Context: an optimization exercise on an open-source flow, tuned for small area, a short achievable clock period and few clock cycles per item. The choices shown serve that exercise and are no tape-out recipe. Function was not checked in any run shown here: the RTL went through the layout flow alone.

==> design.v <==
package jac_pkg;
    localparam int ADC_BITS_DEF = 10;
    localparam int SPD_W        = 8;
    localparam int NUM_AXES     = 4;
    localparam int OUT_W        = 40;
    localparam logic [6:0] TICK_MAX       = 7'd127;
    localparam logic [6:0] INTERVAL_RESET = 7'd100;
    localparam logic [7:0] MAX_SPEED_RESET = 8'd2;
    localparam logic [7:0] SPEED_DIV_RESET = 8'd20;
    localparam int LANE_LAT = 10;
endpackage
module jac_axis_lane (
    input  logic       clk,
    input  logic [9:0] sample,
    input  logic [9:0] origin,
    input  logic [9:0] axis_min,
    input  logic [9:0] axis_max,
    input  logic [7:0] ms1,          
    input  logic [9:0] ms3,          
    input  logic [7:0] dv1,          
    input  logic [9:0] dv3,          
    output logic [7:0] speed,
    output logic       neg,
    output logic [7:0] uprod,        
    output logic       sat_g         
);
    localparam logic [6:0] PCT_FULL = 7'd100;
    function automatic logic fix(input logic a, input logic zero, input logic clamp,
                                 input int j);
        fix = zero ? 1'b0 : (clamp ? PCT_FULL[j] : a);
    endfunction
    function automatic logic [8:0] qstep4(input logic [6:0] rem, input logic [1:0] bb,
                                          input logic [7:0] d1, input logic [9:0] d3);
        logic [10:0] s1, s2, s3;
        logic [1:0]  k;
        logic [8:0]  t, r;
        t  = {rem, bb};
        s1 = {2'b0, t} - {3'b0, d1};
        s2 = {2'b0, t} - {2'b0, d1, 1'b0};
        s3 = {2'b0, t} - {1'b0, d3};
        if (!s3[10])      begin k = 2'd3; r = s3[8:0]; end
        else if (!s2[10]) begin k = 2'd2; r = s2[8:0]; end
        else if (!s1[10]) begin k = 2'd1; r = s1[8:0]; end
        else              begin k = 2'd0; r = t;       end
        qstep4 = {k, r[6:0]};
    endfunction
    function automatic logic [13:0] pstep4(input logic [11:0] hi, input logic [9:0] sp,
                                           input logic [11:0] sp3);
        logic [12:0] s1, s2, s3;
        logic [1:0]  k;
        logic [11:0] r;
        s1 = {1'b0, hi} - {3'b0, sp};
        s2 = {1'b0, hi} - {2'b0, sp, 1'b0};
        s3 = {1'b0, hi} - {1'b0, sp3};
        if (!s3[12])      begin k = 2'd3; r = s3[11:0]; end
        else if (!s2[12]) begin k = 2'd2; r = s2[11:0]; end
        else if (!s1[12]) begin k = 2'd1; r = s1[11:0]; end
        else              begin k = 2'd0; r = hi;       end
        pstep4 = {k, r};
    endfunction
    function automatic logic [9:0] msel(input logic [1:0] k, input logic [7:0] m1,
                                        input logic [9:0] m3);
        case (k)
            2'd0: msel = 10'd0;
            2'd1: msel = {2'b0, m1};
            2'd2: msel = {1'b0, m1, 1'b0};
            default: msel = m3;
        endcase
    endfunction
    logic [10:0] a_diff, a_ndiff, a_sn, a_sp;
    logic        a_neg;
    always_comb
    begin
        a_diff  = {1'b0, sample} - {1'b0, origin};
        a_ndiff = {1'b0, origin} - {1'b0, sample};
        a_sn    = {1'b0, origin} - {1'b0, axis_min};
        a_sp    = {1'b0, axis_max} - {1'b0, origin};
        a_neg   = a_diff[10];
    end
    logic [9:0]  ra_dlt;
    logic [10:0] ra_spn;
    logic        ra_neg;
    always_ff @(posedge clk)
    begin
        ra_dlt <= a_neg ? a_ndiff[9:0] : a_diff[9:0];
        ra_spn <= a_neg ? a_sn : a_sp;
        ra_neg <= a_neg;
    end
    logic [10:0] b_cmp;
    always_comb
        b_cmp = {1'b0, ra_dlt} - {1'b0, ra_spn[9:0]};
    logic [16:0] rb_n;
    logic [9:0]  rb_sp;
    logic [11:0] rb_sp3;
    logic        rb_neg, rb_zero, rb_clamp;
    always_ff @(posedge clk)
    begin
        rb_n     <= {1'b0, ra_dlt, 6'd0} + {2'b0, ra_dlt, 5'd0} + {5'b0, ra_dlt, 2'd0};
        rb_sp    <= ra_spn[9:0];
        rb_sp3   <= {2'b0, ra_spn[9:0]} + {1'b0, ra_spn[9:0], 1'b0};
        rb_neg   <= ra_neg;
        rb_zero  <= ra_spn[10] || (ra_spn[9:0] == 10'd0);
        rb_clamp <= !b_cmp[10];
    end
    logic [13:0] d1_p;
    always_comb
        d1_p = pstep4(rb_n[16:5], rb_sp, rb_sp3);
    logic [14:0] r1_r;
    logic [9:0]  r1_sp;
    logic [11:0] r1_sp3;
    logic        r1_neg, r1_zero, r1_clamp;
    logic [1:0]  r1_a;
    always_ff @(posedge clk)
    begin
        r1_r     <= {d1_p[9:0], rb_n[4:0]};
        r1_sp    <= rb_sp;
        r1_sp3   <= rb_sp3;
        r1_neg   <= rb_neg;
        r1_zero  <= rb_zero;
        r1_clamp <= rb_clamp;
        r1_a     <= {fix(d1_p[13], rb_zero, rb_clamp, 6), fix(d1_p[12], rb_zero, rb_clamp, 5)};
    end
    logic [13:0] d2_p;
    logic [8:0]  d2_q;
    always_comb
    begin
        d2_p = pstep4(r1_r[14:3], r1_sp, r1_sp3);
        d2_q = qstep4(7'd0, r1_a, dv1, dv3);
    end
    logic [12:0] r2_r;
    logic [9:0]  r2_sp;
    logic [11:0] r2_sp3;
    logic        r2_neg, r2_zero, r2_clamp;
    logic [1:0]  r2_a;
    logic [6:0]  r2_qr;
    logic [1:0]  r2_q;
    logic [9:0]  r2_z;
    always_ff @(posedge clk)
    begin
        r2_r     <= {d2_p[9:0], r1_r[2:0]};
        r2_sp    <= r1_sp;
        r2_sp3   <= r1_sp3;
        r2_neg   <= r1_neg;
        r2_zero  <= r1_zero;
        r2_clamp <= r1_clamp;
        r2_a     <= {fix(d2_p[13], r1_zero, r1_clamp, 4), fix(d2_p[12], r1_zero, r1_clamp, 3)};
        r2_qr    <= d2_q[6:0];
        r2_q     <= d2_q[8:7];
        r2_z     <= msel(r1_a, ms1, ms3);
    end
    logic [13:0] d3_p;
    logic [8:0]  d3_q;
    always_comb
    begin
        d3_p = pstep4(r2_r[12:1], r2_sp, r2_sp3);
        d3_q = qstep4(r2_qr, r2_a, dv1, dv3);
    end
    logic [10:0] r3_r;
    logic [9:0]  r3_sp;
    logic        r3_neg, r3_zero, r3_clamp;
    logic [1:0]  r3_a;
    logic [6:0]  r3_qr;
    logic [3:0]  r3_q;
    logic [11:0] r3_z;
    always_ff @(posedge clk)
    begin
        r3_r     <= {d3_p[9:0], r2_r[0]};
        r3_sp    <= r2_sp;
        r3_neg   <= r2_neg;
        r3_zero  <= r2_zero;
        r3_clamp <= r2_clamp;
        r3_a     <= {fix(d3_p[13], r2_zero, r2_clamp, 2), fix(d3_p[12], r2_zero, r2_clamp, 1)};
        r3_qr    <= d3_q[6:0];
        r3_q     <= {r2_q, d3_q[8:7]};
        r3_z     <= {r2_z, 2'b0} + {2'b0, msel(r2_a, ms1, ms3)};
    end
    logic [11:0] d4_c;
    logic [8:0]  d4_q;
    always_comb
    begin
        d4_c = {1'b0, r3_r} - {2'b0, r3_sp};
        d4_q = qstep4(r3_qr, r3_a, dv1, dv3);
    end
    logic        r4_neg, r4_a0;
    logic [6:0]  r4_qr;
    logic [5:0]  r4_q;
    logic [13:0] r4_z;
    always_ff @(posedge clk)
    begin
        r4_neg <= r3_neg;
        r4_a0  <= fix(!d4_c[11], r3_zero, r3_clamp, 0);
        r4_qr  <= d4_q[6:0];
        r4_q   <= {r3_q, d4_q[8:7]};
        r4_z   <= {r3_z, 2'b0} + {4'b0, msel(r3_a, ms1, ms3)};
    end
    logic [8:0] d5_t;
    always_comb
        d5_t = {1'b0, r4_qr, r4_a0} - {1'b0, dv1};
    logic        r5_neg;
    logic [6:0]  r5_q;
    logic [14:0] r5_z;
    always_ff @(posedge clk)
    begin
        r5_neg <= r4_neg;
        r5_q   <= {r4_q, !d5_t[8]};
        r5_z   <= {r4_z, 1'b0} + (r4_a0 ? {7'b0, ms1} : 15'd0);
    end
    logic [14:0] f1_pp [7];
    logic [14:0] f1_s1, f1_c1, f1_s2, f1_c2, f1_s3, f1_c3, f1_s4, f1_c4, f1_s5, f1_c5;
    logic        f1_hi;
    always_comb
    begin
        f1_hi = 1'b0;
        for (int i = 0; i < 7; i++)
        begin
            f1_pp[i] = r5_q[i] ? 15'({r5_z, 7'd0} >> (7 - i)) : 15'd0;
            f1_pp[i][14] = 1'b0;
            f1_hi = f1_hi || (r5_q[i] && ((r5_z >> (14 - i)) != 15'd0));
        end
        f1_s1 = f1_pp[0] ^ f1_pp[1] ^ f1_pp[2];
        f1_c1 = ((f1_pp[0] & f1_pp[1]) | (f1_pp[0] & f1_pp[2]) | (f1_pp[1] & f1_pp[2])) << 1;
        f1_s2 = f1_pp[3] ^ f1_pp[4] ^ f1_pp[5];
        f1_c2 = ((f1_pp[3] & f1_pp[4]) | (f1_pp[3] & f1_pp[5]) | (f1_pp[4] & f1_pp[5])) << 1;
        f1_s3 = f1_s1 ^ f1_c1 ^ f1_pp[6];
        f1_c3 = ((f1_s1 & f1_c1) | (f1_s1 & f1_pp[6]) | (f1_c1 & f1_pp[6])) << 1;
        f1_s4 = f1_s2 ^ f1_c2 ^ f1_s3;
        f1_c4 = ((f1_s2 & f1_c2) | (f1_s2 & f1_s3) | (f1_c2 & f1_s3)) << 1;
        f1_s5 = f1_s4 ^ f1_c4 ^ f1_c3;
        f1_c5 = ((f1_s4 & f1_c4) | (f1_s4 & f1_c3) | (f1_c4 & f1_c3)) << 1;
        f1_hi = f1_hi || f1_s1[14] || f1_c1[14] || f1_s2[14] || f1_c2[14] || f1_s3[14]
              || f1_c3[14] || f1_s4[14] || f1_c4[14] || f1_s5[14] || f1_c5[14];
    end
    logic        r6_neg, r6_sat;
    logic [13:0] r6_s, r6_c;
    always_ff @(posedge clk)
    begin
        r6_neg <= r5_neg;
        r6_sat <= f1_hi;
        r6_s   <= f1_s5[13:0];
        r6_c   <= f1_c5[13:0];
    end
    logic [14:0] f2_x;
    logic [11:0] f2_y;
    logic [16:0] f2_t1, f2_t2, f2_t3, f2_t4, f2_s1, f2_c1, f2_s2, f2_c2;
    always_comb
    begin
        f2_x  = {1'b0, r6_s} + {1'b0, r6_c};
        f2_y  = f2_x[13:2];
        f2_t1 = {f2_y, 5'd0};
        f2_t2 = {2'b0, f2_y, 3'd0};
        f2_t3 = {5'b0, f2_y};
        f2_t4 = ~{10'd0, f2_y[11:5]};
        f2_s1 = f2_t1 ^ f2_t2 ^ f2_t3;
        f2_c1 = ((f2_t1 & f2_t2) | (f2_t1 & f2_t3) | (f2_t2 & f2_t3)) << 1;
        f2_s2 = f2_s1 ^ f2_c1 ^ f2_t4;
        f2_c2 = ((f2_s1 & f2_c1) | (f2_s1 & f2_t4) | (f2_c1 & f2_t4)) << 1;
    end
    logic        r7_neg, r7_sat;
    logic [16:0] r7_ps, r7_pc;
    always_ff @(posedge clk)
    begin
        r7_neg <= r6_neg;
        r7_sat <= r6_sat || (f2_x >= 15'd12800);
        r7_ps  <= f2_s2;
        r7_pc  <= f2_c2 | {16'd0, f2_y[4:0] == 5'd0};
    end
    logic [16:0] g_p;
    logic [6:0]  g_s;
    logic [7:0]  g_pp [4];
    logic [7:0]  g_s1, g_c1, g_s2, g_c2;
    always_comb
    begin
        g_p = r7_ps + r7_pc;
        g_s = g_p[16:10] | {7{r7_sat}};
        for (int i = 0; i < 4; i++)
        begin
            case ((i < 3) ? g_s[2*i +: 2] : {1'b0, g_s[6]})
                2'd0: g_pp[i] = 8'd0;
                2'd1: g_pp[i] = 8'(dv1 << (2 * i));
                2'd2: g_pp[i] = 8'(dv1 << (2 * i + 1));
                default: g_pp[i] = 8'(dv3 << (2 * i));
            endcase
        end
        g_s1 = g_pp[0] ^ g_pp[1] ^ g_pp[2];
        g_c1 = ((g_pp[0] & g_pp[1]) | (g_pp[0] & g_pp[2]) | (g_pp[1] & g_pp[2])) << 1;
        g_s2 = g_s1 ^ g_c1 ^ g_pp[3];
        g_c2 = ((g_s1 & g_c1) | (g_s1 & g_pp[3]) | (g_c1 & g_pp[3])) << 1;
    end
    logic [6:0] r8_s;
    logic       r8_neg;
    logic [7:0] r8_us, r8_uc;
    always_ff @(posedge clk)
    begin
        r8_s   <= g_s;
        r8_neg <= r7_neg;
        r8_us  <= g_s2;
        r8_uc  <= g_c2;
    end
    assign sat_g = r7_sat;
    always_comb
    begin
        speed = r8_neg ? 8'(-{1'b0, r8_s}) : {1'b0, r8_s};
        neg   = r8_neg;
        uprod = r8_us + r8_uc;
    end
endmodule
import jac_pkg::*;
module joystick_axes_to_cursor_motion_unit #(
    parameter int ADC_BITS = jac_pkg::ADC_BITS_DEF
) (
    input  logic                          clk,
    input  logic                          rst_n,
    input  logic                          s_axis_tvalid,
    output logic                          s_axis_tready,
    input  logic [((4*ADC_BITS+8)/8)*8-1:0] s_axis_tdata,
    output logic                          m_axis_tvalid,
    input  logic                          m_axis_tready,
    output logic [jac_pkg::OUT_W-1:0]     m_axis_tdata,
    input  logic                          cfg_we,
    input  logic [2:0]                    cfg_addr,
    input  logic [(ADC_BITS > 8 ? ADC_BITS : 8)-1:0] cfg_data
);
    localparam int QD = 6;               
    localparam int FD = LANE_LAT + 4;    
    logic [9:0] origin_reg [NUM_AXES];
    logic [9:0] amin_reg, amax_reg;
    logic [7:0] max_speed_reg, speed_div_reg;
    logic [6:0] ticks_reg, interval_reg;
    logic       rdy_reg;
    logic       pend_reg;            
    logic [FD-1:0] fed_reg;          
    logic       ivl_wait_reg;        
    logic       allow1_reg;          
    logic       spec_reg;            
    logic       spec_fed_reg;        
    logic       early_reg;           
    logic       dfix_reg;            
    logic       dfix_s_reg;          
    logic       dfix_fed_reg;        
    logic [1:0] rb_cnt_reg;          
    logic       res_done_reg;        
    logic [QD-1:0] q_v, q_upd, q_prs;  
    logic          out_valid_reg, out_upd_reg, out_prs_reg;
    logic [35:0]   out_res_reg;
    logic [9:0]  smp_reg [NUM_AXES];
    logic [7:0]  spd_reg [3];
    logic [7:0]  spd3_reg;
    logic [7:0]  u1_reg;             
    logic        n1_reg;             
    logic        xz_reg;             
    logic [9:0]  rsel_reg, osel_reg;  
    logic [3:0]  flag_reg;           
    logic [7:0]  lane_speed, lane_uprod;
    logic        lane_neg;
    logic [7:0]  dv1_reg;            
    logic [9:0]  dv3_reg, ms3_reg;   
    logic [6:0]  ivl127_reg;         
    logic        nz127_reg;          
    logic        lane_sat;
    logic [7:0]  u127, m127;
    always_ff @(posedge clk)
    begin
        dv1_reg <= (speed_div_reg == 8'd0) ? 8'd1 : speed_div_reg;
        dv3_reg <= (speed_div_reg == 8'd0) ? 10'd3
                 : {2'b0, speed_div_reg} + {1'b0, speed_div_reg, 1'b0};
        ms3_reg <= {2'b0, max_speed_reg} + {1'b0, max_speed_reg, 1'b0};
        ivl127_reg <= (m127 >= 8'd100) ? 7'd1 : 7'(8'd100 - m127);
        nz127_reg  <= u127 != 8'd0;
    end
    always_comb
    begin
        u127 = {dv1_reg[0], 7'd0} - dv1_reg;
        m127 = u127[7] ? 8'(-u127) : u127;
    end
    jac_axis_lane u_lane (
        .clk       (clk),
        .sample    (rsel_reg),
        .origin    (osel_reg),
        .axis_min  (amin_reg),
        .axis_max  (amax_reg),
        .ms1       (max_speed_reg),
        .ms3       (ms3_reg),
        .dv1       (dv1_reg),
        .dv3       (dv3_reg),
        .speed     (lane_speed),
        .neg       (lane_neg),
        .uprod     (lane_uprod),
        .sat_g     (lane_sat)
    );
    logic       in_fire, report;
    logic [6:0] ticks_inc;
    logic       out_take, out_load, feed_go, res_last;
    logic       cap_x, cap_y, cap_x2;
    logic       head_ok;
    logic [QD-1:0] q_v_next, q_upd_next, q_prs_next, q_kept;
    logic       ivl_s, ivl_x, ivl_y, resolve, spec_keep, spec_drop, res_win;
    logic       ivl_wait_next, allow1_next, spec_next, spec_fed_next;
    logic       early_next, pend_next;
    logic [6:0] ticks_next, ivl_after;
    logic [FD-1:0] fed_next;
    logic       smp_free_next;
    logic [7:0] m_sel, m_mag;
    logic signed [7:0] vx;
    logic [6:0] ivl_new;
    always_comb
    begin
        in_fire   = s_axis_tvalid && rdy_reg;
        ticks_inc = (ticks_reg == TICK_MAX) ? TICK_MAX : ticks_reg + 7'd1;
        report    = ivl_wait_reg ? !allow1_reg : (ticks_reg >= interval_reg);
        out_take  = out_valid_reg && m_axis_tready;
        cap_x     = fed_reg[LANE_LAT];
        cap_y     = fed_reg[LANE_LAT + 1];
        cap_x2    = fed_reg[LANE_LAT + 2];
        res_last  = fed_reg[LANE_LAT + 3];
        head_ok   = q_v[0] && (!q_upd[0] || res_done_reg || res_last);
        out_load  = head_ok && (!out_valid_reg || m_axis_tready);
        ivl_s   = fed_reg[LANE_LAT - 1] && lane_sat && nz127_reg && !dfix_reg;
        ivl_x   = cap_y && (u1_reg != 8'd0) && !early_reg;
        ivl_y   = cap_x2 && xz_reg && (u1_reg != 8'd0) && !early_reg;
        resolve = ivl_s || ivl_x || (cap_x2 && !early_reg);
        m_sel     = u1_reg;
        m_mag     = m_sel[7] ? 8'(-m_sel) : m_sel;
        ivl_new   = (m_mag >= 8'd100) ? 7'd1 : 7'(8'd100 - m_mag);
        ivl_after = ivl_s ? ivl127_reg : (ivl_x || ivl_y) ? ivl_new : interval_reg;
        vx        = n1_reg ? 8'(-u1_reg) : u1_reg;
        spec_keep = resolve && spec_reg && (ivl_after == 7'd1);
        spec_drop = resolve && spec_reg && (ivl_after != 7'd1);
        res_win   = fed_reg[LANE_LAT - 1] || cap_y || cap_x2;
        feed_go   = (pend_reg || (in_fire && report)) && !(spec_reg && res_win)
                 && !fed_reg[0] && !fed_reg[1] && !fed_reg[2]
                 && (rb_cnt_reg == 2'd0
                     || (rb_cnt_reg == 2'd1 && q_upd[0] && (!out_valid_reg || m_axis_tready)));
        for (int i = 0; i < QD; i++)
        begin
            q_kept[i] = out_load ? ((i < QD - 1) ? q_v[(i + 1) % QD] : 1'b0) : q_v[i];
            if (q_kept[i])
            begin
                q_upd_next[i] = out_load ? q_upd[(i + 1) % QD] : q_upd[i];
                q_prs_next[i] = out_load ? q_prs[(i + 1) % QD] : q_prs[i];
            end
            else
            begin
                q_upd_next[i] = report;
                q_prs_next[i] = !s_axis_tdata[NUM_AXES*ADC_BITS];
            end
            q_v_next[i] = q_kept[i] || (in_fire && (i == 0 || q_kept[(i + QD - 1) % QD]));
        end
        if (dfix_reg)
            for (int i = 1; i < QD; i++)
                if (q_v[i] && (i == QD - 1 || !q_v[(i + 1) % QD]))
                begin
                    if (out_load)
                        q_upd_next[i - 1] = 1'b0;
                    else
                        q_upd_next[i] = 1'b0;
                end
        fed_next = {fed_reg[FD-2:0], feed_go};
        if (dfix_reg)
        begin
            fed_next[LANE_LAT-3:2] = '0;
            if (!dfix_s_reg)
                fed_next[LANE_LAT+2:LANE_LAT-2] = '0;
        end
        pend_next = (pend_reg || (in_fire && report)) && !feed_go && !spec_drop;
        ticks_next = ticks_reg;
        if (in_fire)
            ticks_next = report ? 7'd0 : ticks_inc;
        if (spec_drop)
            ticks_next = 7'd2;
        ivl_wait_next = ivl_wait_reg;
        allow1_next   = allow1_reg;
        spec_next     = spec_reg;
        spec_fed_next = spec_fed_reg || (spec_reg && feed_go);
        if (resolve)
        begin
            if (spec_keep)
            begin
                spec_next   = 1'b0;
                allow1_next = 1'b1;
            end
            else
            begin
                ivl_wait_next = 1'b0;
                spec_next     = 1'b0;
            end
        end
        if (in_fire)
        begin
            if (!ivl_wait_reg)
            begin
                ivl_wait_next = report;
                allow1_next   = report;
            end
            else if (allow1_reg)
                allow1_next   = 1'b0;
            else
            begin
                spec_next     = 1'b1;
                spec_fed_next = feed_go;
            end
        end
        if (!spec_next)
            spec_fed_next = 1'b0;
        early_next = cap_x2 ? 1'b0 : (ivl_s || ivl_x) ? 1'b1 : early_reg;
        smp_free_next = !pend_next && !fed_next[0] && !fed_next[1];
    end
    always_ff @(posedge clk or negedge rst_n)
    begin
        if (!rst_n)
        begin
            ticks_reg     <= '0;
            interval_reg  <= INTERVAL_RESET;
            rdy_reg       <= 1'b1;
            pend_reg      <= 1'b0;
            fed_reg       <= '0;
            ivl_wait_reg  <= 1'b0;
            allow1_reg    <= 1'b0;
            spec_reg      <= 1'b0;
            spec_fed_reg  <= 1'b0;
            early_reg     <= 1'b0;
            dfix_reg      <= 1'b0;
            dfix_s_reg    <= 1'b0;
            dfix_fed_reg  <= 1'b0;
            rb_cnt_reg    <= '0;
            res_done_reg  <= 1'b0;
            q_v           <= '0;
            q_upd         <= '0;
            q_prs         <= '0;
            out_valid_reg <= 1'b0;
            out_upd_reg   <= 1'b0;
            out_prs_reg   <= 1'b0;
            for (int i = 0; i < NUM_AXES; i++)
                origin_reg[i] <= 10'd512;
            amin_reg      <= '0;
            amax_reg      <= 10'd1023;
            max_speed_reg <= MAX_SPEED_RESET;
            speed_div_reg <= SPEED_DIV_RESET;
        end
        else
        begin
            ticks_reg <= ticks_next;
            if (ivl_s || ivl_x || ivl_y)
                interval_reg <= ivl_after;
            rdy_reg      <= !q_v_next[QD-1]
                         && (resolve || !ivl_wait_next || allow1_next
                             || (!spec_next && ticks_next == 7'd1 && smp_free_next
                                 && !fed_next[LANE_LAT-1] && !fed_next[LANE_LAT+1]
                                 && !fed_next[LANE_LAT+2]));
            ivl_wait_reg <= ivl_wait_next;
            allow1_reg   <= allow1_next;
            spec_reg     <= spec_next;
            spec_fed_reg <= spec_fed_next;
            early_reg    <= early_next;
            pend_reg <= pend_next;
            fed_reg  <= fed_next;
            rb_cnt_reg <= rb_cnt_reg + 2'(feed_go) - 2'(out_load && q_upd[0])
                        - 2'(dfix_reg && dfix_fed_reg);
            dfix_reg     <= spec_drop;
            dfix_s_reg   <= ivl_s;
            dfix_fed_reg <= spec_fed_reg;
            if (out_load && q_upd[0])
                res_done_reg <= 1'b0;
            else if (res_last)
                res_done_reg <= 1'b1;
            q_v   <= q_v_next;
            q_upd <= q_upd_next;
            q_prs <= q_prs_next;
            if (out_load)
            begin
                out_valid_reg <= 1'b1;
                out_upd_reg   <= q_upd[0];
                out_prs_reg   <= q_prs[0];
            end
            else if (m_axis_tready)
                out_valid_reg <= 1'b0;
            if (cfg_we)
            begin
                case (cfg_addr)
                    3'd0: origin_reg[0] <= cfg_data[9:0];
                    3'd1: origin_reg[1] <= cfg_data[9:0];
                    3'd2: origin_reg[2] <= cfg_data[9:0];
                    3'd3: origin_reg[3] <= cfg_data[9:0];
                    3'd4: amin_reg      <= cfg_data[9:0];
                    3'd5: amax_reg      <= cfg_data[9:0];
                    3'd6: max_speed_reg <= cfg_data[7:0];
                    3'd7: speed_div_reg <= cfg_data[7:0];
                    default: ;
                endcase
            end
        end
    end
    always_ff @(posedge clk)
    begin
        if (in_fire && report)
            for (int i = 0; i < NUM_AXES; i++)
                smp_reg[i] <= s_axis_tdata[i*ADC_BITS +: ADC_BITS];
        if (cap_x)
            spd_reg[0] <= lane_speed;
        if (cap_y)
        begin
            spd_reg[1]    <= lane_speed;
            flag_reg[1:0] <= {vx < -8'sd5, vx > 8'sd5};
            xz_reg        <= u1_reg == 8'd0;
        end
        if (cap_x2)
        begin
            spd_reg[2] <= lane_speed;
            flag_reg[3:2] <= {vx < -8'sd5, vx > 8'sd5};
        end
        if (out_load)
            out_res_reg <= q_upd[0] ? {flag_reg, res_last ? lane_speed : spd3_reg, spd_reg[2],
                                       spd_reg[1], spd_reg[0]}
                                    : 36'd0;
    end
    always_ff @(posedge clk)
        if (res_last)
            spd3_reg <= lane_speed;
    always_ff @(posedge clk)
    begin
        u1_reg <= lane_uprod;
        n1_reg <= lane_neg;
        if (fed_reg[0])
        begin
            rsel_reg <= smp_reg[1];
            osel_reg <= origin_reg[1];
        end
        else if (fed_reg[1])
        begin
            rsel_reg <= smp_reg[2];
            osel_reg <= origin_reg[2];
        end
        else if (fed_reg[2])
        begin
            rsel_reg <= smp_reg[3];
            osel_reg <= origin_reg[3];
        end
        else
        begin
            rsel_reg <= pend_reg ? smp_reg[0] : s_axis_tdata[ADC_BITS-1:0];
            osel_reg <= origin_reg[0];
        end
    end
    assign s_axis_tready = rdy_reg;
    assign m_axis_tvalid = out_valid_reg;
    assign m_axis_tdata  = {2'b00, out_upd_reg, out_prs_reg, out_res_reg};
endmodule
==> flow/run.sh <==
#!/bin/bash
# Standard ORFS layout (the standard.sh, standard synthesis unchanged),
# except that the port buffers inserted before global placement are buf_2
# cells instead of the cell buffer_ports picks by default.
set -euo pipefail
export BUFFER_PORTS_ARGS="-buffer_cell sky130_fd_sc_hd__buf_2"
bash standard.sh finish > standard_finish.log 2>&1
==> standard.sh <==
#!/bin/bash
# synth_recipe.tcl (not shown) runs the flow's synth.tcl, then flattens the netlist and writes it again
# the make line also repeats each setting of config.mk as NAME=value (left out here)
make -C /OpenROAD-flow-scripts/flow DESIGN_CONFIG=/design/flow/config.mk WORK_HOME=/design/flow/orfs CLKGATE_MAP_FILE= SYNTH_SCRIPT=/design/flow/synth_recipe.tcl "${@:-finish}"
==> config.mk <==
export PLATFORM = sky130hd
export DESIGN_NAME = joystick_axes_to_cursor_motion_unit
export DESIGN_NICKNAME = joystick_axes_to_cursor_motion_unit
export VERILOG_FILES = /design/flow/design.v
export SDC_FILE = /design/flow/constraint.sdc
export NUM_CORES = 4
export LEC_CHECK = 0
export CAP_MARGIN = 20
export CORE_MARGIN = 2
export CORE_UTILIZATION = 55
export CTS_BUF_LIST = sky130_fd_sc_hd__clkbuf_8
export CTS_CLUSTER_SIZE = 40
export SETUP_SLACK_MARGIN = 5.0
export SLEW_MARGIN = 20
==> constraint.sdc <==
create_clock -name core_clock -period 8.0 [get_ports {clk}]
set_input_delay 1.6000 -clock core_clock [delete_from_list [all_inputs] [get_ports {clk}]]
set_output_delay 1.6000 -clock core_clock [all_outputs]
set_load 0.01 [all_outputs]
==> results of run 1 <==
==> worst max-delay path: stages, from the launching register on <==
cell,delay (ns)
dfxtp_2,0.33
ha_4,0.25
o211a_1,0.25
and3_4,0.18
a22o_4,0.23
o41ai_4,0.32
buf_4,0.18
xnor2_1,0.07
or2_4,0.27
nor2_2,0.12
a22oi_2,0.10
fa_2,0.52
inv_1,0.04
fa_1,0.43
==> per-stage QoR <==
stage	instance area (sq um)	utilization (%)	worst slack, ns
2_1_floorplan	36200	-	4.52
3_3_place_gp	37400	57.9	4.01
3_5_place_dp	37400	57.9	3.95
4_1_cts	40600	62.9	4.49
5_1_grt	41700	64.6	4.47
6_report	41700	64.6	4.60
==> per-layer routing <==
layer | GRT usage (%) | up-vias
met5 | 0 | -
met4 | 8.68 | 2
met3 | 3.79 | 165
met2 | 39.6 | 605
met1 | 33.8 | 12352
li1 | - | 12845
==> cells by family (layout without fill, tap and decap cells) <==
| kind of cell | count (synthesis) | in the layout | share of synthesized area, % |
|---|---|---|---|
| AOI/OAI and AO/OA | 786 | 786 | 13.6 |
| xor gates and xnor gates | 196 | 196 | 4.83 |
| adders and majority gates | 459 | 459 | 18.0 |
| buffers and inverters | 478 | 800 | 5.09 |
| DFF | 651 | 651 | 41.1 |
| muxes | 180 | 180 | 5.34 |
| other | 1 | 7 | 0.0104 |
| and+or+nand+nor | 848 | 850 | 11.9 |
==> Yosys cell counts (23+ instances only) <==
library cell and number:
a211oi_1 23, nand3_1 28, xor2_1 58, nor2b_1 76, fa_1 99, xnor2_1 136
o21ai_0 233, inv_1 367, a21o_1 81, nand2_1 221, dfxtp_1 408, mux2_2 94
ha_1 360, nor2_1 201, and2_1 125, nand2b_1 61, a21boi_0 31, dfrtp_1 117
clkbuf_1 86, nor3_1 35, o21bai_1 32, a21oi_1 201, a22oi_1 30, edfxtp_1 105
mux2i_1 86, o21a_1 32
==> path summary, 6_finish.rpt <==
| check | start | endpoint | slack (ns) |
|---|---|---|---|
| min reg2reg | u_lane.r3_q[3] | u_lane.r4_q[5] | 0.31 |
| max | u_lane.r7_pc[5] | u_lane.r8_us[6] | 4.60 |
| min in group asynchronous | rst_n | q_v[2] | 0.91 |
| max reg2reg | u_lane.r7_pc[5] | u_lane.r8_us[6] | 4.60 |
| min | u_lane.r3_q[3] | u_lane.r4_q[5] | 0.31 |
| max in group asynchronous | rst_n | max_speed_reg[2] | 5.73 |
==> timing repair <==
action / CTS / global route
setup buffers: 48 / 62
gates cloned: 0 / 7
setup endpoints to repair: 118 / 116
endpoints found under the hold margin: 0 / 0
gates resized for setup: 153 / 161
pin swaps: 40 / 64
==> final cells by class <==
| cell class | count | area share (%) |
|---|---|---|
| multi-input combinational | 2473 | 48.7 |
| sequential | 651 | 35.7 |
| clock buffer | 136 | 4.49 |
| timing repair buffer | 231 | 3.97 |
| inverter | 373 | 3.46 |
| tap | 855 | 2.56 |
| clock inverter | 60 | 1.12 |
| antenna | 5 | 0.0300 |
==> flow_summary_export.csv, run 1 <==
group,metric,value,unit
final_layout,layout-area-overhead-vs-synth,16.0,%
synthesis,synth_seq_cells,651,
run_status,status,"complete, no violations",
worst_setup_path,endpoint_kind,"flip-flop",
synthesis,syn_area,0.0360,sq mm
routing,dr_wl_met3,3960,microns
sta,tightest_slew,0.991,ns
synthesis,syn_area_per_cell,9.99,sq um
final_layout,fin_cells,4784,
synthesis,yosys-top-cells-area,"dfxtp_1 23%, ha_1 13%, edfxtp_1 8.8%",
floorplanning,pin_count,108,
worst_setup_path,worstSetupPathType,"reg -> reg",
worst_setup_path,cp.required,8.59,ns
floorplanning,die_h,260,microns
routing,first_pass_iters,5,
sta,slew-limit-headroom,33.6,%
clock_network,numCtsBuffers,108,
global_routing,track_usage,24.6,%
job,cap_violations,0,
clock_network,htree_levels,3,
sta,hold_viol_final,0,
sta,min_period_over_period,42.5,%
synthesis,synth-edff-count,105,
placement,io_buffers,98,
clock_network,clock_sinks,651,
synthesis,async_reset_ff_share,21.2,%
final_layout,drive_gt1_share,18.9,%
floorplanning,fp.dieW,260,microns
routing,wire_per_inst,17.6,microns
hold_path,hold_path_depth,0,
sta,setup_viol,0,
routing,route.met2.wl,38300,microns
floorplanning,die_area,0.0675,sq mm
floorplanning,core,0.0646,sq mm
clock_network,cts_hold_buf,0,
routing,drtAntennaViolNets,0,
routing,vias,25969,
sta,fin_worst_skew,0.0335,ns
global_routing,grt_pass1_vias,25835,
floorplanning,initial_core_util,55.7,%
synthesis,syn-instance-count,3599,
final_layout,fillCellCount,5229,
sta,fin_tns_setup,0,ns
clock_network,cts_root_buf,"clkbuf_8",
sta,timing.final.crit_period,3.40,ns
routing,wl_met1,39100,microns
sta,whs,0.310,ns
clock_network,cts_tree,"built",
synthesis,yosys.area.top_type,"dfxtp_1",
final_layout,multi_input_area,0.0203,sq mm
synthesis,synth_top_area_share,22.7,%
floorplanning,rows,93,
final_layout,fin_nets,4363,
global_routing,antenna_found_initial,9,
clock_network,clock_latency,0.71,ns
synthesis,synth_flop_cell,"dfxtp_1",
routing,dr.first_iter.drc_count,1491,
routing,via_per_inst,5.43,
placement,routabilityCongestion,0.864,
routing,drc,0,
hold_path,hp-class,"reg -> reg",
synthesis,synth.distinct_cells,92,
clock_network,clk_path_buf_depth,3,
worst_setup_path,critPathArrivalTime,3.99,ns
global_routing,grt_overflow,0,
sta,finalMaxSlewViolations,0,
global_routing,grt_pass1_wl,133000,microns
sta,fmax,0.294,GHz
sta,rsz0062_at_grt,"yes",
worst_setup_path,cp_max_fo,5,
worst_setup_path,r2r_cells,13,
final_layout,final_common_cell,"inv_1",
placement,hpwl,61100,microns
final_layout,final_cell_mix,"384 x inv_1, 369 x dfxtp_1, 338 x ha_1, 217 x nand2_1, 202 x o21ai_0",
placement,dp_cells,4466,
synthesis,synth_warnings,7,
synthesis,ys_seq_area_share,41.1,%
routing,top_layer_used,"met5",
routing,routed_wl,84000,microns
worst_setup_path,critPathLaunchType,"flip-flop",
clock_network,path_clk_slew,0.06,ns
final_layout,seqCellArea,0.0149,sq mm
global_routing,grt_max_degree,77,
==> run 2: changes to the inputs <==
==> flow/run.sh (replaced) <==
#!/bin/bash
# Standard ORFS layout (the standard.sh, standard synthesis unchanged),
# except that the port buffers inserted before global placement are buf_2
# cells instead of the cell buffer_ports picks by default, and clock tree
# synthesis uses clkbuf_8 cells without dummy loads.
set -euo pipefail
export BUFFER_PORTS_ARGS="-buffer_cell sky130_fd_sc_hd__buf_2"
export CTS_ARGS="-sink_clustering_enable -repair_clock_nets -dont_use_dummy_load -buf_list sky130_fd_sc_hd__clkbuf_8 -sink_clustering_size 40"
bash standard.sh finish > standard_finish.log 2>&1
==> flow_summary_export.csv, run 2 <==
group,metric,value,unit
run_status,status,"complete, no violations",
synthesis,synth_top_area_share,22.7,%
sta,setup_viol,0,
final_layout,layout-area-overhead-vs-synth,13.9,%
synthesis,synth_flop_cell,"dfxtp_1",
placement,dp_cells,4466,
sta,whs,0.289,ns
worst_setup_path,endpoint_kind,"flip-flop",
sta,rsz0062_at_grt,"yes",
job,cap_violations,0,
routing,via_per_inst,5.49,
sta,hold_viol_final,0,
synthesis,ys_seq_area_share,41.1,%
final_layout,final_common_cell,"dfxtp_1",
worst_setup_path,critPathLaunchType,"flip-flop",
synthesis,synth_seq_cells,651,
final_layout,fin_nets,4371,
synthesis,synth.distinct_cells,92,
synthesis,syn-instance-count,3599,
placement,routabilityCongestion,0.864,
worst_setup_path,r2r_slack,4.54,ns
hold_path,hp-class,"reg -> reg",
worst_setup_path,worstSetupPathType,"reg -> reg",
worst_setup_path,reg2reg_from,"u_lane.r7_pc[5]",
routing,routed_wl,84100,microns
worst_setup_path,cp_max_fo,5,
placement,io_buffers,98,
synthesis,syn_area,0.0360,sq mm
clock_network,cts_root_buf,"clkbuf_8",
global_routing,antenna_found_initial,9,
sta,finalMaxSlewViolations,0,
synthesis,yosys-top-cells-area,"dfxtp_1 23%, ha_1 13%, edfxtp_1 8.8%",
sta,fmax,0.289,GHz
routing,vias,25801,
clock_network,numCtsBuffers,108,
global_routing,track_usage,24.5,%
sta,fin_worst_skew,0.0781,ns
worst_setup_path,critPathArrivalTime,4.02,ns
synthesis,synth_most_common_cell,"dfxtp_1",
clock_network,clk_path_buf_depth,3,
routing,drc,0,
synthesis,syn_area_per_cell,9.99,sq um
floorplanning,pin_count,108,
final_layout,final_cell_mix,"371 x dfxtp_1, 355 x inv_1, 336 x ha_1, 215 x nand2_1, 199 x o21ai_0",
sta,tightest_slew,0.995,ns
sta,fin_tns_setup,0,ns
placement,hpwl,61100,microns
floorplanning,die_area,0.0675,sq mm
worst_setup_path,crit_end,"u_lane.r8_us[6]",
routing,drtAntennaViolNets,0,
floorplanning,rows,93,
synthesis,synth_warnings,7,
clock_network,path_clk_slew,0.06,ns
floorplanning,core,0.0646,sq mm
global_routing,grt_pass1_vias,25691,
clock_network,htree_levels,3,
worst_setup_path,cp.required,8.56,ns
global_routing,grt_max_degree,77,
worst_setup_path,reg2reg_to,"u_lane.r8_us[6]",
final_layout,fillCellCount,5294,
floorplanning,fp.dieW,260,microns
sta,min_period_over_period,43.2,%
floorplanning,initial_core_util,55.7,%
synthesis,yosys.area.top_type,"dfxtp_1",
sta,slew-limit-headroom,33.3,%
synthesis,synth-edff-count,105,
clock_network,clock_sinks,651,
clock_network,cts_hold_buf,0,
global_routing,grt_overflow,0,
final_layout,drive_gt1_share,18.1,%
routing,dr.first_iter.drc_count,1441,
worst_setup_path,critical_path.startpoint,"u_lane.r7_pc[5]",
synthesis,async_reset_ff_share,21.2,%
clock_network,cts_tree,"built",
floorplanning,die_h,260,microns
sta,timing.final.crit_period,3.46,ns
worst_setup_path,r2r_cells,13,
routing,first_pass_iters,5,
routing,wire_per_inst,17.9,microns
clock_network,clock_latency,0.71,ns
global_routing,grt_pass1_wl,133000,microns
synthesis,yosys-top-cells-count,"408 x dfxtp_1, 367 x inv_1, 360 x ha_1, 233 x o21ai_0, 221 x nand2_1",
final_layout,fin_cells,4703,
-- run 2: changes by cell type in the layout (fill, tap and decap cells not counted), sizes merged --
cell	delta
clkinv	-17
diode	-1
inv	-35
clkdlybuf4s18	+1
clkbuf	-28
clkinvlp	-1
buf	+7
bufinv	-7
-- run 2: area by class of cell --
cell class | count | area [sq um] | share of cell area [%]
Multi-Input combinational cell | 2473 | 20400 | 49.7
Sequential cell | 651 | 14900 | 36.3
Timing Repair Buffer | 239 | 1720 | 4.20
Clock buffer | 108 | 1490 | 3.63
Inverter | 373 | 1440 | 3.52
Tap cell | 855 | 1070 | 2.61
Antenna cell | 4 | 10.0 | 0.0244
-- run 2: logic make-up (layout without fill, tap and decap cells) --
family,count (synthesis),count (layout),synth area share (%)
buf+inv,478,720,5.09
simple gates,848,850,11.9
flops,651,651,41.1
compound gates,786,786,13.6
xor+xnor,196,196,4.83
mux,180,180,5.34
other cells,1,6,0.0104
fa+ha+maj,459,459,18.0
-- run 2: through the flow --
| stage | worst slack [ns] | utilization (%) | instance area [sq um] |
|---|---|---|---|
| finish | 4.54 | 63.4 | 41000 |
| detailed placement | 3.95 | 57.9 | 37400 |
| global placement | 4.01 | 57.9 | 37400 |
| CTS | 4.47 | 61.5 | 39700 |
| global route | 4.41 | 63.4 | 41000 |
| floorplan | 4.52 | - | 36200 |
-- run 2: worst min-delay path by stage --
stage,depth (start not counted),from,to,slack [ns]
2_1_floorplan,0,u_lane.r8_us[0],u1_reg[0],0.31
3_3_place_gp,0,u_lane.r3_q[1],u_lane.r4_q[3],0.31
3_5_place_dp,0,u_lane.r4_q[4],u_lane.r5_q[5],0.31
4_1_cts,0,u_lane.r3_q[3],u_lane.r4_q[5],0.27
5_1_grt,0,u_lane.r3_q[3],u_lane.r4_q[5],0.29
6_report,0,u_lane.r3_q[3],u_lane.r4_q[5],0.29
-- run 2: layer usage --
layer / track usage (%) / vias up / share of wire (%)
met4: 8.56 / 2 / 3.1
li1: - / 12744 / -
met3: 3.80 / 171 / 4.6
met1: 33.7 / 12271 / 47
met2: 39.4 / 613 / 46
met5: 0 / - / 0.015
-- run 2: critical path, cell delays in order, from the launching register on --
cell and delay (ns):
dfxtp_2 0.33, ha_4 0.25, o211a_1 0.27, and3_4 0.19, a22o_4 0.24, o41ai_4 0.32
buf_4 0.18, xnor2_1 0.07, or2_4 0.27, nor2_2 0.12, a22oi_2 0.10, fa_2 0.52
inv_1 0.04, fa_1 0.43
-- run 2: repair_timing --
item | in CTS | in global routing
gates resized for setup | 148 | 167
pin swaps | 43 | 72
hold endpoints to repair | 0 | 0
gates cloned | 0 | 8
setup endpoints to repair | 120 | 114
setup buffers | 47 | 70
==> run 3: changes to the inputs <==
--- a/design.v
+++ b/design.v
@@ -7,18 +7,18 @@
     localparam logic [6:0] INTERVAL_RESET = 7'd100;
     localparam logic [7:0] MAX_SPEED_RESET = 8'd2;
     localparam logic [7:0] SPEED_DIV_RESET = 8'd20;
-    localparam int LANE_LAT = 10;
+    localparam int LANE_LAT = 9;
 endpackage
 module jac_axis_lane (
-    input  logic       clk,
-    input  logic [9:0] sample,
-    input  logic [9:0] origin,
-    input  logic [9:0] axis_min,
-    input  logic [9:0] axis_max,
-    input  logic [7:0] ms1,          
-    input  logic [9:0] ms3,          
-    input  logic [7:0] dv1,          
-    input  logic [9:0] dv3,          
+    input  logic        clk,
+    input  logic [10:0] diff,        
+    input  logic [9:0]  ndiff,       
+    input  logic [10:0] spn_n,       
+    input  logic [10:0] spn_p,       
+    input  logic [7:0]  ms1,         
+    input  logic [9:0]  ms3,         
+    input  logic [7:0]  dv1,         
+    input  logic [9:0]  dv3,         
     output logic [7:0] speed,
     output logic       neg,
     output logic [7:0] uprod,        
@@ -67,39 +67,27 @@
             default: msel = m3;
         endcase
     endfunction
-    logic [10:0] a_diff, a_ndiff, a_sn, a_sp;
-    logic        a_neg;
+    logic        b_neg;
+    logic [9:0]  b_dlt;
+    logic [10:0] b_spn, b_cmp;
     always_comb
     begin
-        a_diff  = {1'b0, sample} - {1'b0, origin};
-        a_ndiff = {1'b0, origin} - {1'b0, sample};
-        a_sn    = {1'b0, origin} - {1'b0, axis_min};
-        a_sp    = {1'b0, axis_max} - {1'b0, origin};
-        a_neg   = a_diff[10];
+        b_neg = diff[10];
+        b_dlt = b_neg ? ndiff : diff[9:0];
+        b_spn = b_neg ? spn_n : spn_p;
+        b_cmp = {1'b0, b_dlt} - {1'b0, b_spn[9:0]};
     end
-    logic [9:0]  ra_dlt;
-    logic [10:0] ra_spn;
-    logic        ra_neg;
-    always_ff @(posedge clk)
-    begin
-        ra_dlt <= a_neg ? a_ndiff[9:0] : a_diff[9:0];
-        ra_spn <= a_neg ? a_sn : a_sp;
-        ra_neg <= a_neg;
-    end
-    logic [10:0] b_cmp;
-    always_comb
-        b_cmp = {1'b0, ra_dlt} - {1'b0, ra_spn[9:0]};
     logic [16:0] rb_n;
     logic [9:0]  rb_sp;
     logic [11:0] rb_sp3;
     logic        rb_neg, rb_zero, rb_clamp;
     always_ff @(posedge clk)
     begin
-        rb_n     <= {1'b0, ra_dlt, 6'd0} + {2'b0, ra_dlt, 5'd0} + {5'b0, ra_dlt, 2'd0};
-        rb_sp    <= ra_spn[9:0];
-        rb_sp3   <= {2'b0, ra_spn[9:0]} + {1'b0, ra_spn[9:0], 1'b0};
-        rb_neg   <= ra_neg;
-        rb_zero  <= ra_spn[10] || (ra_spn[9:0] == 10'd0);
+        rb_n     <= {1'b0, b_dlt, 6'd0} + {2'b0, b_dlt, 5'd0} + {5'b0, b_dlt, 2'd0};
+        rb_sp    <= b_spn[9:0];
+        rb_sp3   <= {2'b0, b_spn[9:0]} + {1'b0, b_spn[9:0], 1'b0};
+        rb_neg   <= b_neg;
+        rb_zero  <= b_spn[10] || (b_spn[9:0] == 10'd0);
         rb_clamp <= !b_cmp[10];
     end
     logic [13:0] d1_p;
@@ -267,7 +255,6 @@
     logic [16:0] g_p;
     logic [6:0]  g_s;
     logic [7:0]  g_pp [4];
-    logic [7:0]  g_s1, g_c1, g_s2, g_c2;
     always_comb
     begin
         g_p = r7_ps + r7_pc;
@@ -281,27 +268,38 @@
                 default: g_pp[i] = 8'(dv3 << (2 * i));
             endcase
         end
-        g_s1 = g_pp[0] ^ g_pp[1] ^ g_pp[2];
-        g_c1 = ((g_pp[0] & g_pp[1]) | (g_pp[0] & g_pp[2]) | (g_pp[1] & g_pp[2])) << 1;
-        g_s2 = g_s1 ^ g_c1 ^ g_pp[3];
-        g_c2 = ((g_s1 & g_c1) | (g_s1 & g_pp[3]) | (g_c1 & g_pp[3])) << 1;
     end
     logic [6:0] r8_s;
     logic       r8_neg;
-    logic [7:0] r8_us, r8_uc;
+    logic [7:0] r8_pp0;
+    logic [7:2] r8_pp1;
+    logic [7:4] r8_pp2;
+    logic [7:6] r8_pp3;
     always_ff @(posedge clk)
     begin
         r8_s   <= g_s;
         r8_neg <= r7_neg;
-        r8_us  <= g_s2;
-        r8_uc  <= g_c2;
+        r8_pp0 <= g_pp[0];
+        r8_pp1 <= g_pp[1][7:2];
+        r8_pp2 <= g_pp[2][7:4];
+        r8_pp3 <= g_pp[3][7:6];
     end
     assign sat_g = r7_sat;
+    logic [7:0] h_pp [4];
+    logic [7:0] h_s1, h_c1, h_s2, h_c2;
     always_comb
     begin
         speed = r8_neg ? 8'(-{1'b0, r8_s}) : {1'b0, r8_s};
         neg   = r8_neg;
-        uprod = r8_us + r8_uc;
+        h_pp[0] = r8_pp0;
+        h_pp[1] = {r8_pp1, 2'b0};
+        h_pp[2] = {r8_pp2, 4'b0};
+        h_pp[3] = {r8_pp3, 6'b0};
+        h_s1 = h_pp[0] ^ h_pp[1] ^ h_pp[2];
+        h_c1 = ((h_pp[0] & h_pp[1]) | (h_pp[0] & h_pp[2]) | (h_pp[1] & h_pp[2])) << 1;
+        h_s2 = h_s1 ^ h_c1 ^ h_pp[3];
+        h_c2 = ((h_s1 & h_c1) | (h_s1 & h_pp[3]) | (h_c1 & h_pp[3])) << 1;
+        uprod = h_s2 + h_c2;
     end
 endmodule
 import jac_pkg::*;
@@ -348,7 +346,9 @@
     logic [7:0]  u1_reg;             
     logic        n1_reg;             
     logic        xz_reg;             
-    logic [9:0]  rsel_reg, osel_reg;  
+    logic [10:0] dif_reg, spn_n_reg, spn_p_reg;  
+    logic [9:0]  ndif_reg;           
+    logic [9:0]  rsel, osel;
     logic [3:0]  flag_reg;           
     logic [7:0]  lane_speed, lane_uprod;
     logic        lane_neg;
@@ -374,10 +374,10 @@
     end
     jac_axis_lane u_lane (
         .clk       (clk),
-        .sample    (rsel_reg),
-        .origin    (osel_reg),
-        .axis_min  (amin_reg),
-        .axis_max  (amax_reg),
+        .diff      (dif_reg),
+        .ndiff     (ndif_reg),
+        .spn_n     (spn_n_reg),
+        .spn_p     (spn_p_reg),
         .ms1       (max_speed_reg),
         .ms3       (ms3_reg),
         .dv1       (dv1_reg),
@@ -393,7 +393,7 @@
     logic       cap_x, cap_y, cap_x2;
     logic       head_ok;
     logic [QD-1:0] q_v_next, q_upd_next, q_prs_next, q_kept;
-    logic       ivl_s, ivl_x, ivl_y, resolve, spec_keep, spec_drop, res_win;
+    logic       ivl_s, ivl_x, ivl_y, resolve, spec_keep, spec_drop, res_win, ivl_one;
     logic       ivl_wait_next, allow1_next, spec_next, spec_fed_next;
     logic       early_next, pend_next;
     logic [6:0] ticks_next, ivl_after;
@@ -423,8 +423,11 @@
         ivl_new   = (m_mag >= 8'd100) ? 7'd1 : 7'(8'd100 - m_mag);
         ivl_after = ivl_s ? ivl127_reg : (ivl_x || ivl_y) ? ivl_new : interval_reg;
         vx        = n1_reg ? 8'(-u1_reg) : u1_reg;
-        spec_keep = resolve && spec_reg && (ivl_after == 7'd1);
-        spec_drop = resolve && spec_reg && (ivl_after != 7'd1);
+        ivl_one   = ivl_s ? (ivl127_reg == 7'd1)
+                  : (ivl_x || ivl_y) ? (u1_reg >= 8'd99 && u1_reg <= 8'd157)
+                  : (interval_reg == 7'd1);
+        spec_keep = resolve && spec_reg && ivl_one;
+        spec_drop = resolve && spec_reg && !ivl_one;
         res_win   = fed_reg[LANE_LAT - 1] || cap_y || cap_x2;
         feed_go   = (pend_reg || (in_fire && report)) && !(spec_reg && res_win)
                  && !fed_reg[0] && !fed_reg[1] && !fed_reg[2]
@@ -615,31 +618,38 @@
     always_ff @(posedge clk)
         if (res_last)
             spd3_reg <= lane_speed;
-    always_ff @(posedge clk)
+    always_comb
     begin
-        u1_reg <= lane_uprod;
-        n1_reg <= lane_neg;
         if (fed_reg[0])
         begin
-            rsel_reg <= smp_reg[1];
-            osel_reg <= origin_reg[1];
+            rsel = smp_reg[1];
+            osel = origin_reg[1];
         end
         else if (fed_reg[1])
         begin
-            rsel_reg <= smp_reg[2];
-            osel_reg <= origin_reg[2];
+            rsel = smp_reg[2];
+            osel = origin_reg[2];
         end
         else if (fed_reg[2])
         begin
-            rsel_reg <= smp_reg[3];
-            osel_reg <= origin_reg[3];
+            rsel = smp_reg[3];
+            osel = origin_reg[3];
         end
         else
         begin
-            rsel_reg <= pend_reg ? smp_reg[0] : s_axis_tdata[ADC_BITS-1:0];
-            osel_reg <= origin_reg[0];
+            rsel = pend_reg ? smp_reg[0] : s_axis_tdata[ADC_BITS-1:0];
+            osel = origin_reg[0];
         end
     end
+    always_ff @(posedge clk)
+    begin
+        u1_reg <= lane_uprod;
+        n1_reg <= lane_neg;
+        dif_reg   <= {1'b0, rsel} - {1'b0, osel};
+        ndif_reg  <= osel - rsel;
+        spn_n_reg <= {1'b0, osel} - {1'b0, amin_reg};
+        spn_p_reg <= {1'b0, amax_reg} - {1'b0, osel};
+    end
     assign s_axis_tready = rdy_reg;
     assign m_axis_tvalid = out_valid_reg;
     assign m_axis_tdata  = {2'b00, out_upd_reg, out_prs_reg, out_res_reg};
==> flow_summary_export.csv, run 3 <==
group,metric,value,unit
floorplanning,rows,94,
global_routing,grt_pass1_wl,135000,microns
worst_setup_path,critPathArrivalTime,4.06,ns
worst_setup_path,cp_slowest_stage_delay,0.34,ns
final_layout,layout-area-overhead-vs-synth,12.0,%
sta,finalMaxSlewViolations,0,
clock_network,cts_root_buf,"clkbuf_8",
worst_setup_path,slowest_stage,"a221o_1",
sta,fmax,0.293,GHz
routing,wire_per_inst,17.9,microns
worst_setup_path,worst_path_most_repeated_cell,"a21o_1",
final_layout,final_common_cell,"dfxtp_1",
routing,dr.first_iter.drc_count,1529,
worst_setup_path,worstSetupPathType,"in -> reg",
global_routing,antenna_found_initial,4,
placement,routabilityCongestion,0.855,
global_routing,grt_pass1_vias,26612,
floorplanning,initial_core_util,55.5,%
worst_setup_path,crit_end,"dif_reg[10]",
routing,drc,0,
final_layout,fillCellCount,5552,
synthesis,yosys.area.top_type,"dfxtp_1",
synthesis,yosys-top-cells-area,"dfxtp_1 23%, ha_1 12%, edfxtp_1 8.7%",
synthesis,synth_flop_cell,"dfxtp_1",
worst_setup_path,reg2reg_from,"pend_reg",
sta,setup_viol,0,
sta,whs,0.315,ns
worst_setup_path,r2r_slack,4.81,ns
floorplanning,die_h,261,microns
sta,tightest_slew,1.04,ns
floorplanning,pin_count,108,
final_layout,multi_input_area,0.0205,sq mm
routing,drtAntennaViolNets,0,
worst_setup_path,r2r_cells,17,
global_routing,grt_overflow,0,
synthesis,synth_seq_cells,658,
synthesis,synth-edff-count,105,
routing,routed_wl,84300,microns
final_layout,drive_gt1_share,15.1,%
final_layout,seqCellArea,0.0150,sq mm
worst_setup_path,endpoint_kind,"flip-flop",
routing,vias,26260,
sta,hold_viol_final,0,
synthesis,syn_area_per_cell,10.1,sq um
final_layout,final_cell_mix,"402 x dfxtp_1, 353 x ha_1, 321 x inv_1, 233 x nand2_1, 202 x nor2_1",
routing,first_pass_iters,7,
final_layout,fin_nets,4366,
routing,via_per_inst,5.58,
synthesis,synth_warnings,8,
worst_setup_path,worst-path-buf-inv,1,
floorplanning,core,0.0656,sq mm
sta,rsz0062_at_grt,"yes",
placement,io_buffers,98,
clock_network,clock_sinks,658,
sta,fin_tns_setup,0,ns
synthesis,synth_most_common_cell,"dfxtp_1",
job,cap_violations,0,
hold_path,hp-class,"reg -> reg",
synthesis,syn_area,0.0364,sq mm
sta,fin_worst_skew,0.103,ns
clock_network,path_clk_slew,0.05,ns
synthesis,async_reset_ff_share,20.8,%
placement,pre_cts_ws,3.59,ns
clock_network,clock_latency,0.72,ns
global_routing,grt_max_degree,72,
sta,min_period_over_period,42.6,%
worst_setup_path,reg2reg_to,"dif_reg[10]",
worst_setup_path,critPathLaunchType,"primary input",
worst_setup_path,cp.required,8.65,ns
global_routing,track_usage,24.7,%
synthesis,yosys-top-cells-count,"416 x dfxtp_1, 362 x ha_1, 330 x inv_1, 238 x nand2_1, 208 x nor2_1",
floorplanning,fp.dieW,261,microns
floorplanning,die_area,0.0683,sq mm
worst_setup_path,cp_num_cells,17,
clock_network,clk_path_buf_depth,3,
worst_setup_path,critical_path.startpoint,"s_axis_tdata[0]",
placement,hpwl,62100,microns
clock_network,cts_tree,"built",
sta,timing.final.crit_period,3.41,ns
worst_setup_path,crit_chain,"buf_6 > mux2i_4 > nor2_2 > a21oi_2 > nor2_1 > a21oi_1 > o21a_1 > ha_4 > fa_2 > nor2b_4 > o21ai_2 > nand2b_1 > a21o_1 > a21o_1 > a221o_1 > a21o_1 > a21oi_1",
synthesis,syn-instance-count,3625,
clock_network,numCtsBuffers,108,
worst_setup_path,cpLargestDelayFamily,"compound AO/OA/AOI/OAI gates",
run_status,status,"complete, no violations",
sta,slew-limit-headroom,30.1,%
sta,setup_slack,4.59,ns
clock_network,htree_levels,3,
synthesis,ys_seq_area_share,41.0,%
worst_setup_path,cp_max_fo,2,
synthesis,synth_top_area_share,22.9,%
synthesis,synth.distinct_cells,90,
run 3: cell types whose count changed after synthesis, sizes merged, moves of 10 or more:
cell / change
buf: +10
nand2: +16
o31a: +16
a21boi: -18
mux2i: +18
o21ai: -30
o211ai: +15
a22oi: -15
clkbuf: -11
a21oi: -28
nor3: +27
o21bai: -17
o21a: +13
inv: -38
run 3: repair_timing:
item / in CTS / in global routing
endpoints found under the setup margin: 89 / 95
pin swaps: 24 / 33
cloned: 2 / 3
resized for setup: 91 / 100
setup buffers: 46 / 41
hold buffers: 0 / 0
run 3: cell type report:
class | count | area share, %
Inverter | 334 | 3.20
Antenna cell | 2 | 0.0123
Multi-Input combinational cell | 2532 | 50.1
Timing Repair Buffer | 204 | 3.67
Timing Repair inverter | 1 | 0.0276
Tap cell | 864 | 2.65
Clock buffer | 108 | 3.64
Sequential cell | 658 | 36.7
run 3: per-layer routing:
layer,vias to the layer above,share of wire [%],GRT usage (%)
met3,176,4.2,3.65
met5,-,0,0
met2,539,45,39.5
met1,12646,48,34.1
li1,12899,-,-
met4,0,3.2,8.78
run 3: kinds of logic (layout without fill, tap and decap cells):
group | Yosys count | in the layout | share of synthesized area, %
compound gates | 743 | 745 | 13.1
xor+xnor | 201 | 201 | 4.83
fa+ha+maj | 461 | 461 | 17.9
buf+inv | 438 | 647 | 4.67
flops | 658 | 658 | 41.0
mux | 197 | 197 | 5.73
other cells | 1 | 4 | 0.0103
simple gates | 926 | 926 | 12.8
run 3: worst min-delay path by stage:
stage,cells after the start,from,to
after global routing,0,u_lane.r3_q[1],u_lane.r4_q[3]
after detailed placement,0,u_lane.r2_q[0],u_lane.r3_q[2]
final,0,u_lane.r3_q[1],u_lane.r4_q[3]
after global placement,0,u_lane.r3_q[3],u_lane.r4_q[5]
after CTS,0,u_lane.r3_q[1],u_lane.r4_q[3]
after floorplan,0,u_lane.r8_pp0[0],u1_reg[0]
run 3: per-stage QoR:
step	cell area, sq um	instances	utilization [%]
after floorplan	36600	3626	-
after global placement	37800	4501	57.6
after detailed placement	37800	4501	57.6
after CTS	40100	4657	61.0
after global routing	40800	4703	62.2
final	40800	4703	62.2
==> run 4: changes to the inputs <==
--- a/design.v
+++ b/design.v
@@ -346,8 +346,9 @@
     logic [7:0]  u1_reg;             
     logic        n1_reg;             
     logic        xz_reg;             
-    logic [10:0] dif_reg, spn_n_reg, spn_p_reg;  
-    logic [9:0]  ndif_reg;           
+    logic [10:0] px_dif_reg, dif_reg, spn_n_reg, spn_p_reg;
+    logic [9:0]  px_ndif_reg, ndif_reg;
+    logic        use_port_reg;       
     logic [9:0]  rsel, osel;
     logic [3:0]  flag_reg;           
     logic [7:0]  lane_speed, lane_uprod;
@@ -374,8 +375,8 @@
     end
     jac_axis_lane u_lane (
         .clk       (clk),
-        .diff      (dif_reg),
-        .ndiff     (ndif_reg),
+        .diff      (use_port_reg ? px_dif_reg : dif_reg),
+        .ndiff     (use_port_reg ? px_ndif_reg : ndif_reg),
         .spn_n     (spn_n_reg),
         .spn_p     (spn_p_reg),
         .ms1       (max_speed_reg),
@@ -637,7 +638,7 @@
         end
         else
         begin
-            rsel = pend_reg ? smp_reg[0] : s_axis_tdata[ADC_BITS-1:0];
+            rsel = smp_reg[0];
             osel = origin_reg[0];
         end
     end
@@ -645,6 +646,9 @@
     begin
         u1_reg <= lane_uprod;
         n1_reg <= lane_neg;
+        px_dif_reg   <= {1'b0, s_axis_tdata[ADC_BITS-1:0]} - {1'b0, origin_reg[0]};
+        px_ndif_reg  <= origin_reg[0] - s_axis_tdata[ADC_BITS-1:0];
+        use_port_reg <= !fed_reg[0] && !fed_reg[1] && !fed_reg[2] && !pend_reg;
         dif_reg   <= {1'b0, rsel} - {1'b0, osel};
         ndif_reg  <= osel - rsel;
         spn_n_reg <= {1'b0, osel} - {1'b0, amin_reg};
==> flow_summary_export.csv, run 4 <==
group,metric,value,unit
global_routing,grt_max_degree,71,
worst_setup_path,reg2reg_from,"px_dif_reg[10]",
routing,vias,27372,
global_routing,use_met1,31.4,%
synthesis,synth_top_area_share,23.2,%
clock_network,clk_path_buf_depth,3,
synthesis,synth_flop_cell,"dfxtp_1",
floorplanning,initial_core_util,55.8,%
synthesis,synth.distinct_cells,85,
worst_setup_path,crit_end,"u_lane.rb_n[10]",
synthesis,async_reset_ff_share,20.2,%
placement,routabilityCongestion,0.857,
synthesis,syn_area_per_cell,9.97,sq um
final_layout,fillCellCount,5592,
routing,via_per_inst,5.55,
sta,fin_tns_setup,0,ns
worst_setup_path,r2r_slack,4.85,ns
worst_setup_path,cp.required,8.55,ns
clock_network,clock_latency,0.70,ns
clock_network,numCtsBuffers,114,
worst_setup_path,critPathArrivalTime,3.70,ns
routing,drtAntennaViolNets,0,
sta,timing.final.crit_period,3.15,ns
global_routing,antenna_found_initial,6,
final_layout,fin_area,0.0433,sq mm
placement,hpwl,61400,microns
clock_network,cts_root_buf,"clkbuf_8",
global_routing,top_usage_layer,"met2",
synthesis,yosys-top-cells-count,"437 x dfxtp_1, 381 x ha_1, 379 x inv_1, 223 x nand2_1, 204 x nor2_1",
synthesis,yosys.area.top_type,"dfxtp_1",
synthesis,synth_seq_cells,679,
routing,routed_wl,85800,microns
worst_setup_path,critical_path.startpoint,"px_dif_reg[10]",
job,cap_violations,0,
placement,io_buffers,98,
floorplanning,die_area,0.0707,sq mm
final_layout,final_cell_mix,"413 x dfxtp_1, 356 x ha_1, 355 x inv_1, 219 x nand2_1, 190 x nor2_1",
sta,rsz0062_at_grt,"yes",
worst_setup_path,cp_slowest_stage_delay,0.51,ns
worst_setup_path,endpoint_kind,"flip-flop",
floorplanning,rows,95,
final_layout,drive_gt1_share,18.6,%
global_routing,grt_overflow,0,
worst_setup_path,slowest_stage,"fa_1",
routing,wire_per_inst,17.4,microns
clock_network,htree_levels,3,
synthesis,yosys-top-cells-area,"dfxtp_1 23%, ha_1 13%, edfxtp_1 8.4%",
global_routing,grt_pass1_wl,137000,microns
global_routing,grtUsageMet3,3.81,%
run_status,status,"complete, no violations",
floorplanning,die_h,266,microns
floorplanning,fp.dieW,266,microns
synthesis,syn-instance-count,3782,
worst_setup_path,worstSetupPathType,"reg -> reg",
final_layout,final_util,64.2,%
final_layout,seqCellArea,0.0154,sq mm
synthesis,synth_warnings,8,
sta,fin_worst_skew,0.0549,ns
global_routing,grt_util_met2,40.1,%
worst_setup_path,critPathLaunchType,"flip-flop",
worst_setup_path,r2r_cells,17,
routing,drc,0,
placement,dpl_cell_area,0.0392,sq mm
routing,dr.first_iter.drc_count,1501,
==> run 4: cell count changes in the layout (fill, tap and decap cells not counted), sizes merged, moves of 21 or more <==
cell / delta
a211oi: +28
a21boi: +21
buf: +58
dfxtp: +21
inv: +51
mux2i: -34
nor2b: +27
o22ai: +21
==> run 4: worst min path at each step <==
stage                     cells past startpoint       endpoint  slack (ns)             start
after floorplan                               0      u1_reg[0]        0.31  u_lane.r8_pp0[0]
after global placement                        0  u_lane.r1_neg        0.31     u_lane.rb_neg
after detailed placement                      0  u_lane.r5_neg        0.31     u_lane.r4_neg
after CTS                                     0  u_lane.r4_neg        0.31     u_lane.r3_neg
after global routing                          0  u_lane.r4_neg        0.32     u_lane.r3_neg
final                                         0  u_lane.r4_neg        0.30     u_lane.r3_neg
==> run 4: cell families after synthesis <==
family,share of synthesized area [%]
DFF,40.7
buffers and inverters,4.98
AOI/OAI and AO/OA,14.7
muxes,4.19
and+or+nand+nor,12.6
xor gates and xnor gates,4.76
adders and majority gates,18.0
other,0.00995
==> run 4: timing repair <==
item,4_1_cts,5_1_grt
cloned,1,4
resized for setup,168,202
setup endpoints to repair,132,113
pin swaps,40,90
buffers inserted,80,63
==> run 4: per-layer routing <==
layer / vias up / wire (microns)
li1: 13553 / -
met1: 13130 / 38900
met2: 519 / 41000
met3: 164 / 3490
met4: 6 / 2430
met5: - / 34
==> run 4: final cells by class <==
| cell class | instances | area share [%] |
|---|---|---|
| Sequential cell | 679 | 35.6 |
| Clock buffer | 114 | 3.62 |
| Antenna cell | 3 | 0.0173 |
| Timing Repair Buffer | 263 | 4.66 |
| Multi-Input combinational cell | 2617 | 50.3 |
| Inverter | 382 | 3.36 |
| Tap cell | 873 | 2.52 |
==> run 4: metrics by stage <==
| stage | hold WS [ns] | setup WS (ns) |
|---|---|---|
| after floorplan | 0.310 | 4.75 |
| after global placement | 0.311 | 3.61 |
| after detailed placement | 0.312 | 3.59 |
| after CTS | 0.314 | 4.80 |
| after global routing | 0.323 | 4.75 |
| final | 0.296 | 4.85 |

[re-timing with driven ports]
How much do the figures lean on ideal ports? The routed layouts below were timed once more, with nothing changed but the port constraints.
Step 1 sets driving cells, clkbuf_16 on the clock port and buf_2 on the other inputs (assumed; they add their load-dependent delay and slew).
Step 2, shift: input delay + t, output delay - t, t = (earliest + latest rising clock arrival at the registers) / 2. This alone moves slack from input paths to output paths.
a / b / c = no drivers / after step 1 / after step 2; a / b = the first two.
run | t (ns) | setup slack, ns | latest minus earliest clock arrival (ns)
run 1 | 0.768 | 4.598 / 4.598 / 4.289 | 0.045 / 0.045
run 2 | 0.743 | 4.543 / 4.543 / 4.521 | 0.092 / 0.092
run 3 | 0.725 | 4.589 / 4.604 / 3.879 | 0.114 / 0.114
run 4 | 0.735 | 4.849 / 4.849 / 4.376 | 0.070 / 0.070
After both steps setup and hold are still met in every run listed. The setup slack of run 3, which loses most, moves by +0.015 ns with the drivers and by -0.710 ns with both steps.
